Source: an optimization exercise on an open RTL-to-GDS flow (aim: a short achievable clock period and few clock cycles). Production flows keep margins and buffers that such runs may drop. In this exercise RTL edits were held to simulation tests only and were not proved equivalent to the original. Power and IR drop assume default switching activity.

**flow/config.mk**
```make
export PLATFORM = sky130hd
export DESIGN_NAME = cpuTop
export DESIGN_NICKNAME = cpuTop
export VERILOG_FILES = /design/flow/design.v
export SDC_FILE = /design/flow/constraint.sdc
export NUM_CORES = 4
export LEC_CHECK = 0
export CAP_MARGIN = 20
export CORE_MARGIN = 2
export CORE_UTILIZATION = 40
export SLEW_MARGIN = 20
```
**flow/constraint.sdc**
```tcl
create_clock -name core_clock -period 8.0 [get_ports {clk}]
set_input_delay 1.6000 -clock core_clock [delete_from_list [all_inputs] [get_ports {clk}]]
set_output_delay 1.6000 -clock core_clock [all_outputs]
set_load 0.01 [all_outputs]
```
**flow/design.v**
```verilog
package cpuPkg;
    localparam int DataWidth = 16;
    localparam int RegCount = 16;
    localparam int PcStep = 2;
    typedef logic [DataWidth-1:0] wordT;
    typedef logic [$clog2(RegCount)-1:0] regIdxT;
    typedef enum logic [3:0] {
        OpAdd  = 4'd0,
        OpSub  = 4'd1,
        OpSll  = 4'd2,
        OpSrl  = 4'd3,
        OpSra  = 4'd4,
        OpNand = 4'd5,
        OpOr   = 4'd6,
        OpAddi = 4'd7,
        OpOri  = 4'd8,
        OpLw   = 4'd9,
        OpSw   = 4'd10,
        OpBeqz = 4'd11,
        OpBnez = 4'd12,
        OpJmp  = 4'd13
    } opcodeT;
    typedef enum logic [2:0] {
        AluAdd  = 3'd0,
        AluSub  = 3'd1,
        AluSll  = 3'd2,
        AluSrl  = 3'd3,
        AluSra  = 3'd4,
        AluNand = 3'd5,
        AluOr   = 3'd6
    } aluOpT;
    typedef enum logic [1:0] {
        SrcAPc   = 2'd0,
        SrcARegB = 2'd1,
        SrcARegA = 2'd2
    } aluSrcAT;
    typedef enum logic [2:0] {
        SrcBRegC      = 3'd0,
        SrcBTwo       = 3'd1,
        SrcBImmByte   = 3'd2,
        SrcBBranchOff = 3'd3,
        SrcBJumpOff   = 3'd4,
        SrcBZero      = 3'd5
    } aluSrcBT;
    typedef enum logic [2:0] {
        StFetch     = 3'd0,
        StDecode    = 3'd1,
        StExecute   = 3'd2,
        StMemAccess = 3'd3,
        StWriteBack = 3'd4,
        StBranch    = 3'd5
    } cpuStateT;
endpackage
`timescale 1ns/1ps
module alu (
    input  cpuPkg::wordT  a,
    input  cpuPkg::wordT  b,
    input  cpuPkg::aluOpT op,
    output cpuPkg::wordT  result,
    output logic          zero
);
    logic [$clog2(cpuPkg::DataWidth)-1:0] shamt;
    assign shamt = b[$clog2(cpuPkg::DataWidth)-1:0];
    always_comb begin
        case (op)
            cpuPkg::AluAdd:  result = a + b;
            cpuPkg::AluSub:  result = a - b;
            cpuPkg::AluSll:  result = a << shamt;
            cpuPkg::AluSrl:  result = a >> shamt;
            cpuPkg::AluSra:  result = cpuPkg::wordT'($signed(a) >>> shamt);
            cpuPkg::AluNand: result = ~(a & b);
            cpuPkg::AluOr:   result = a | b;
            default:         result = '0;
        endcase
    end
    assign zero = (result == '0);
endmodule
`timescale 1ns/1ps
module registerFile (
    input  logic           clk,
    input  cpuPkg::regIdxT readIdxB,
    input  cpuPkg::regIdxT readIdxC,
    input  cpuPkg::regIdxT readIdxA,
    output cpuPkg::wordT   readDataB,
    output cpuPkg::wordT   readDataC,
    output cpuPkg::wordT   readDataA,
    input  logic           writeEn,
    input  cpuPkg::regIdxT writeIdx,
    input  cpuPkg::wordT   writeData
);
    cpuPkg::wordT regs [1:cpuPkg::RegCount-1];
    assign readDataB = (readIdxB == '0) ? '0 : regs[readIdxB];
    assign readDataC = (readIdxC == '0) ? '0 : regs[readIdxC];
    assign readDataA = (readIdxA == '0) ? '0 : regs[readIdxA];
    always_ff @(posedge clk) begin
        if (writeEn && writeIdx != '0) begin
            regs[writeIdx] <= writeData;
        end
    end
endmodule
`timescale 1ns/1ps
module controlUnit (
    input  logic            clk,
    input  logic            rst,
    input  cpuPkg::opcodeT  opcode,
    output logic            instrRead,
    output logic            irWrite,
    output logic            pcWrite,
    output logic            pcWriteCond,
    output logic            branchNe,
    output logic            regWrite,
    output logic            memToReg,
    output logic            dataRead,
    output logic            dataWrite,
    output cpuPkg::aluSrcAT aluSrcA,
    output cpuPkg::aluSrcBT aluSrcB,
    output cpuPkg::aluOpT   aluOp
);
    cpuPkg::cpuStateT state;
    cpuPkg::cpuStateT nextState;
    always_ff @(posedge clk) begin
        if (rst) begin
            state <= cpuPkg::StFetch;
        end else begin
            state <= nextState;
        end
    end
    always_comb begin
        nextState = cpuPkg::StFetch;
        case (state)
            cpuPkg::StFetch: nextState = cpuPkg::StDecode;
            cpuPkg::StDecode: begin
                case (opcode)
                    cpuPkg::OpBeqz, cpuPkg::OpBnez, cpuPkg::OpJmp:
                        nextState = cpuPkg::StBranch;
                    cpuPkg::OpAdd, cpuPkg::OpSub, cpuPkg::OpSll, cpuPkg::OpSrl,
                    cpuPkg::OpSra, cpuPkg::OpNand, cpuPkg::OpOr, cpuPkg::OpAddi,
                    cpuPkg::OpOri, cpuPkg::OpLw, cpuPkg::OpSw:
                        nextState = cpuPkg::StExecute;
                    default: nextState = cpuPkg::StFetch;
                endcase
            end
            cpuPkg::StExecute: begin
                if (opcode == cpuPkg::OpLw || opcode == cpuPkg::OpSw) begin
                    nextState = cpuPkg::StMemAccess;
                end else begin
                    nextState = cpuPkg::StWriteBack;
                end
            end
            cpuPkg::StMemAccess: begin
                if (opcode == cpuPkg::OpLw) begin
                    nextState = cpuPkg::StWriteBack;
                end else begin
                    nextState = cpuPkg::StFetch;
                end
            end
            default: nextState = cpuPkg::StFetch;
        endcase
    end
    always_comb begin
        instrRead = 1'b0;
        irWrite = 1'b0;
        pcWrite = 1'b0;
        pcWriteCond = 1'b0;
        branchNe = 1'b0;
        regWrite = 1'b0;
        memToReg = 1'b0;
        dataRead = 1'b0;
        dataWrite = 1'b0;
        aluSrcA = cpuPkg::SrcAPc;
        aluSrcB = cpuPkg::SrcBZero;
        aluOp = cpuPkg::AluAdd;
        case (state)
            cpuPkg::StFetch: begin
                instrRead = 1'b1;
                irWrite = 1'b1;
                pcWrite = 1'b1;
                aluSrcB = cpuPkg::SrcBTwo;
            end
            cpuPkg::StDecode: begin
                aluSrcB = (opcode == cpuPkg::OpJmp) ? cpuPkg::SrcBJumpOff
                                                    : cpuPkg::SrcBBranchOff;
            end
            cpuPkg::StExecute: begin
                aluSrcA = cpuPkg::SrcARegB;
                aluSrcB = cpuPkg::SrcBRegC;
                case (opcode)
                    cpuPkg::OpSub:  aluOp = cpuPkg::AluSub;
                    cpuPkg::OpSll:  aluOp = cpuPkg::AluSll;
                    cpuPkg::OpSrl:  aluOp = cpuPkg::AluSrl;
                    cpuPkg::OpSra:  aluOp = cpuPkg::AluSra;
                    cpuPkg::OpNand: aluOp = cpuPkg::AluNand;
                    cpuPkg::OpOr:   aluOp = cpuPkg::AluOr;
                    cpuPkg::OpAddi: begin
                        aluSrcA = cpuPkg::SrcARegA;
                        aluSrcB = cpuPkg::SrcBImmByte;
                    end
                    cpuPkg::OpOri: begin
                        aluSrcA = cpuPkg::SrcARegA;
                        aluSrcB = cpuPkg::SrcBImmByte;
                        aluOp = cpuPkg::AluOr;
                    end
                    default: aluOp = cpuPkg::AluAdd;
                endcase
            end
            cpuPkg::StMemAccess: begin
                dataRead = (opcode == cpuPkg::OpLw);
                dataWrite = (opcode == cpuPkg::OpSw);
            end
            cpuPkg::StWriteBack: begin
                regWrite = 1'b1;
                memToReg = (opcode == cpuPkg::OpLw);
            end
            cpuPkg::StBranch: begin
                aluSrcA = cpuPkg::SrcARegA;
                aluOp = cpuPkg::AluOr;
                pcWrite = (opcode == cpuPkg::OpJmp);
                pcWriteCond = (opcode != cpuPkg::OpJmp);
                branchNe = (opcode == cpuPkg::OpBnez);
            end
            default: begin
                aluOp = cpuPkg::AluAdd;
            end
        endcase
    end
endmodule
`timescale 1ns/1ps
module datapath (
    input  logic            clk,
    input  logic            rst,
    input  logic            irWrite,
    input  logic            pcWrite,
    input  logic            pcWriteCond,
    input  logic            branchNe,
    input  logic            regWrite,
    input  logic            memToReg,
    input  cpuPkg::aluSrcAT aluSrcA,
    input  cpuPkg::aluSrcBT aluSrcB,
    input  cpuPkg::aluOpT   aluOp,
    input  cpuPkg::wordT    instrData,
    input  cpuPkg::wordT    dataRdData,
    output cpuPkg::opcodeT  opcode,
    output cpuPkg::wordT    instrAddr,
    output cpuPkg::wordT    dataAddr,
    output cpuPkg::wordT    dataWrData
);
    cpuPkg::wordT pc;
    cpuPkg::wordT ir;
    cpuPkg::wordT opA;
    cpuPkg::wordT opB;
    cpuPkg::wordT opC;
    cpuPkg::wordT aluOut;
    cpuPkg::wordT rfDataB;
    cpuPkg::wordT rfDataC;
    cpuPkg::wordT rfDataA;
    cpuPkg::wordT writeData;
    cpuPkg::wordT aluA;
    cpuPkg::wordT aluB;
    cpuPkg::wordT aluResult;
    logic         aluZero;
    cpuPkg::wordT immByte;
    cpuPkg::wordT branchOff;
    cpuPkg::wordT jumpOff;
    cpuPkg::wordT pcNext;
    logic         pcLoad;
    cpuPkg::regIdxT fieldA;
    cpuPkg::regIdxT fieldB;
    cpuPkg::regIdxT fieldC;
    assign opcode = cpuPkg::opcodeT'(ir[15:12]);
    assign fieldA = ir[11:8];
    assign fieldB = ir[7:4];
    assign fieldC = ir[3:0];
    assign immByte = (opcode == cpuPkg::OpOri)
                   ? {{(cpuPkg::DataWidth-8){1'b0}}, ir[7:0]}
                   : {{(cpuPkg::DataWidth-8){ir[7]}}, ir[7:0]};
    assign branchOff = {{(cpuPkg::DataWidth-9){ir[7]}}, ir[7:0], 1'b0};
    assign jumpOff = {{(cpuPkg::DataWidth-13){ir[11]}}, ir[11:0], 1'b0};
    always_ff @(posedge clk) begin
        if (rst) begin
            ir <= '0;
        end else if (irWrite) begin
            ir <= instrData;
        end
    end
    always_ff @(posedge clk) begin
        opA <= rfDataB;
        opB <= rfDataC;
        opC <= rfDataA;
        aluOut <= aluResult;
    end
    registerFile regFile (
        .clk       (clk),
        .readIdxB  (fieldB),
        .readIdxC  (fieldC),
        .readIdxA  (fieldA),
        .readDataB (rfDataB),
        .readDataC (rfDataC),
        .readDataA (rfDataA),
        .writeEn   (regWrite),
        .writeIdx  (fieldA),
        .writeData (writeData)
    );
    assign writeData = memToReg ? dataRdData : aluOut;
    always_comb begin
        case (aluSrcA)
            cpuPkg::SrcARegB: aluA = opA;
            cpuPkg::SrcARegA: aluA = opC;
            default:          aluA = pc;
        endcase
    end
    always_comb begin
        case (aluSrcB)
            cpuPkg::SrcBRegC:      aluB = opB;
            cpuPkg::SrcBTwo:       aluB = cpuPkg::wordT'(cpuPkg::PcStep);
            cpuPkg::SrcBImmByte:   aluB = immByte;
            cpuPkg::SrcBBranchOff: aluB = branchOff;
            cpuPkg::SrcBJumpOff:   aluB = jumpOff;
            default:               aluB = '0;
        endcase
    end
    alu aluUnit (
        .a      (aluA),
        .b      (aluB),
        .op     (aluOp),
        .result (aluResult),
        .zero   (aluZero)
    );
    assign pcLoad = pcWrite | (pcWriteCond & (aluZero != branchNe));
    assign pcNext = irWrite ? aluResult : aluOut;
    always_ff @(posedge clk) begin
        if (rst) begin
            pc <= '0;
        end else if (pcLoad) begin
            pc <= pcNext;
        end
    end
    assign instrAddr = pc;
    assign dataAddr = aluOut;
    assign dataWrData = opC;
endmodule
`timescale 1ns/1ps
module cpuTop (
    input  logic         clk,
    input  logic         rst,
    output cpuPkg::wordT instrAddr,
    output logic         instrRead,
    input  cpuPkg::wordT instrData,
    output cpuPkg::wordT dataAddr,
    output cpuPkg::wordT dataWrData,
    output logic         dataRead,
    output logic         dataWrite,
    input  cpuPkg::wordT dataRdData
);
    cpuPkg::opcodeT  opcode;
    logic            irWrite;
    logic            pcWrite;
    logic            pcWriteCond;
    logic            branchNe;
    logic            regWrite;
    logic            memToReg;
    cpuPkg::aluSrcAT aluSrcA;
    cpuPkg::aluSrcBT aluSrcB;
    cpuPkg::aluOpT   aluOp;
    controlUnit ctrl (
        .clk         (clk),
        .rst         (rst),
        .opcode      (opcode),
        .instrRead   (instrRead),
        .irWrite     (irWrite),
        .pcWrite     (pcWrite),
        .pcWriteCond (pcWriteCond),
        .branchNe    (branchNe),
        .regWrite    (regWrite),
        .memToReg    (memToReg),
        .dataRead    (dataRead),
        .dataWrite   (dataWrite),
        .aluSrcA     (aluSrcA),
        .aluSrcB     (aluSrcB),
        .aluOp       (aluOp)
    );
    datapath dp (
        .clk         (clk),
        .rst         (rst),
        .irWrite     (irWrite),
        .pcWrite     (pcWrite),
        .pcWriteCond (pcWriteCond),
        .branchNe    (branchNe),
        .regWrite    (regWrite),
        .memToReg    (memToReg),
        .aluSrcA     (aluSrcA),
        .aluSrcB     (aluSrcB),
        .aluOp       (aluOp),
        .instrData   (instrData),
        .dataRdData  (dataRdData),
        .opcode      (opcode),
        .instrAddr   (instrAddr),
        .dataAddr    (dataAddr),
        .dataWrData  (dataWrData)
    );
endmodule
```
**flow/run.sh**
```bash
#!/bin/bash
# synth_recipe.tcl (not shown) runs the flow's synth.tcl, then flattens the netlist and writes it again
# the make line also repeats each setting of config.mk as NAME=value (left out here)
make -C /OpenROAD-flow-scripts/flow DESIGN_CONFIG=/design/flow/config.mk WORK_HOME=/design/flow/orfs CLKGATE_MAP_FILE= SYNTH_SCRIPT=/design/flow/synth_recipe.tcl finish
```
==> run summary <==
status -> complete, no violations
Period minus WS final -> 6.97 ns
RSZ-0062 raised after global routing -> no
Pleak -> 7.80 nW
GR Util met3 -> 3.92%
worst-skew pair later-pin latency -> 0.56 ns
Crit Path Class -> flip-flop to flip-flop
Post-Route Skew -> 0.0146 ns
GRT Max-Usage Layer -> met2
TritonCTS clock tree -> yes
Clock Path Buffers -> 3
Hold Crit Depth -> 2
wire per inst -> 29.5 um
initial core utilization -> 40.7%
Rel. slew slack -> 24.8%
final setup TNS -> 0 ns
Synth Instances -> 1775
Max IR drop VDD -> 141 uV
crit end category -> flip-flop
Hold-fix buffers, CTS -> 0
Buffers on Ports -> 84
Arr. time, crit path -> 7.44 ns
R2R cell count -> 23
CP max FO -> 31
PD cells -> 299 nW/um2
post-synth top area share -> 34.4%
Final Hold Viols -> 0
gpl congestion -> 1.02
final wirelength -> 74600 um
Via-to-Cell Ratio -> 6.58
Post-synth EDFFs -> 240
syn nets -> 1832
Synth area leaders -> edfxtp_1 34%, mux4_2 16%, dfxtp_1 10%
P&R area growth vs syn -> 13.8%
post-cts repair resize count -> 0
Avg Cell Area, Syn -> 11.8 um2
max cap viols -> 0
die width -> 233 um
sequential fraction of the synthesis area -> 44.5%
Sequential Area -> 9350 um2
Pre-antenna DRT Iters -> 6
met2 usage -> 45.7%
crit path buf inv count -> 4
TritonCTS Sinks -> 346
first-pass GRT wire length -> 110000 um
Top FF cell, synth -> edfxtp_1
grt total ovfl -> 0
num rows -> 83
HPWL after DPL -> 51100 um
total power -> 7.14 mW
Setup violations, final -> 0
fin crit share -> 87.1%
delay-heaviest family, CP -> simple AND/OR/NAND/NOR gates
Core Region -> 51500 um2
htree depth -> 2
TritonCTS Buffers -> 39
crit path cell chain -> nor2b_1 -> a21oi_1 -> inv_1 -> ha_1 -> a22oi_1 -> o21ai_0 -> inv_1 -> ha_1 -> inv_1 -> fa_1 -> a211oi_1 -> o21ai_0 -> a21oi_1 -> o21ai_0 -> xnor2_1 -> nor2_1 -> nor4_1 -> nand2_1 -> or4_4 -> nor2_4 -> buf_12 -> mux2_2 -> a31oi_1
fin util -> 46.3%
CP Depth -> 23
iteration-0 DRC count of the detailed router -> 1890
die height -> 233 um
vias in the first global route -> 16300
Multi-input gate area -> 11000 um2
layout net count -> 1873
initial antenna violation count -> 0
Clock Pin Slew Worst Setup and Hold Paths -> 0.06 ns
library cells used by synthesis -> 94
die area -> 54200 um2
Vias -> 16600
Async S/R FF share, synth -> 0%
I/O pin count -> 85
setup bufs post-CTS -> 0
crit-path max cell delay -> 0.72 ns
Worst Setup Start Kind -> flip-flop
largest net degree at the start of global routing -> 63
met1 Use GR -> 35.8%
commonest non-fill, non-tap cell in the layout -> edfxtp_1
drt drc -> 0
ANT nets after route -> 0
Highest Clock Rate -> 144 MHz
GRT Util Overall -> 27.5%
CTS Root Buffer Type -> clkbuf_16
fillers -> 4658
Min-Delay Path Class -> flip-flop to flip-flop
slowest CP cell -> nor2b_1
Post-Syn Area -> 21000 um2
most frequent cells in the layout -> 240 x edfxtp_1, 146 x nand2_1, 145 x mux4_2
count of pins over their slew limit -> 0
share of layout cells above drive strength 1 -> 22.1%
largest area contributor in the netlist -> edfxtp_1
synth warn -> 4
Worst Path Required -> 8.48 ns
Synth Register Bits -> 346
worst-margin pin slew -> 1.12 ns
## power by group
group | internal, mW | switching, mW | leakage, nW
combinational | 1.08 | 1.83 | 4.16
sequential | 2.24 | 0.258 | 3.06
clock | 0.997 | 0.735 | 0.582
## per-layer routing
| metal | up-vias | part of all wire [%] |
|---|---|---|
| li1 | 7172 | - |
| met1 | 8434 | 39 |
| met2 | 836 | 49 |
| met3 | 170 | 7.8 |
| met4 | 0 | 4.5 |
| met5 | - | 0 |
## layout make-up
type / count / share of cell area [%]
Timing Repair Buffer: 147 / 5.56
Multi-Input combinational cell: 1252 / 46.1
Clock inverter: 15 / 0.582
Sequential cell: 346 / 39.2
Antenna cell: 1 / 0.0105
Tap cell: 680 / 3.57
Inverter: 30 / 0.483
Clock buffer: 55 / 4.47
## cell usage after synthesis, types with 12 or more instances
cell        n
a211oi_1   54
dfxtp_1   106
o21ai_1    12
xor2_1     13
o21a_1     12
mux2_2     86
nor2b_1    15
xnor2_1    15
nand2_1   146
nor2_1     80
inv_1      26
o21ai_0    56
mux4_2    145
o211ai_1   12
mux2_1     13
edfxtp_1  240
nor3_1     29
buf_2      17
mux2i_1    79
a22oi_1   103
clkbuf_1   97
a31oi_1    37
buf_1      22
a21oi_1   105
ha_1       22
nand3_1    59
## flip-flops by register name, summed over array words and instances, names as in the netlist, named ones only
name             cells
ctrl.state           3
dp.aluOut           16
dp.ir               16
dp.opA              16
dp.opB              16
dp.opC              16
dp.pc               16
dp.regFile.regs    240
## tightest hold or removal path: cells and delay by family (launching register included)
kind            cells  cell delay, ns
compound gates      1            0.05
flops               1            0.35
simple gates        1            0.06
## logic make-up (layout without fill, tap and decap cells)
logic type	count (synthesis)	in the layout	share of synthesized area (%)
AO/OA/AOI/OAI	466	466	14.9
XOR/XNOR	28	28	1.17
adder cells (fa/ha/maj)	23	23	1.41
buffers and inverters	177	247	3.53
flip-flops	346	346	44.5
multiplexers	326	326	24.9
other	0	1	0
AND/OR/NAND/NOR	409	409	9.56
## final timing paths
| check | start | end | slack (ns) |
|---|---|---|---|
| max reg2reg | ctrl.state[0] | dp.pc[1] | 1.03 |
| min | dp.ir[1] | dp.ir[1] | 0.51 |
| max | ctrl.state[0] | dp.pc[1] | 1.03 |
| min reg2reg | dp.ir[1] | dp.ir[1] | 0.51 |
## per-stage QoR
step                cells  setup WS [ns]  instance area (um2)  hold WS (ns)
finish               2526           1.03                23800         0.506
global route         2525          0.586                23800         0.532
CTS                  2525           1.05                23800         0.513
detailed placement   2455           1.06                22600         0.500
global placement     2455           1.33                22600         0.493
floorplan            1775           2.37                21000         0.477
Testbench counts, summed over its fixed seeds: cycles 87,066.

port drivers added, routing unchanged:
The flow's constraints put no driver on any port. The routed layout listed below was extracted and timed again, unchanged, in two steps. Step 1: set_driving_cell puts a clkbuf_16 on clk and a buf_2 on each other input, an assumption about the parent block. Step 2, shift: input delay + t, output delay - t, t = (earliest + latest rising clock arrival at the registers) / 2. This alone moves slack from input paths to output paths. Slacks: ideal ports / drivers / drivers and shift; pairs: ideal ports / drivers.
t, ns: 0.605
setup slack, ns: 1.033 / 1.033 / 1.033
worst hold slack (ns): 0.506 / 0.506 / 0.506
worst setup path at the end: register to register
pins driven straight from the clock port: 1
After both steps setup and hold are still met in this run. The setup slack of this run moves by 0.000 ns with the drivers and by 0.000 ns with both steps.
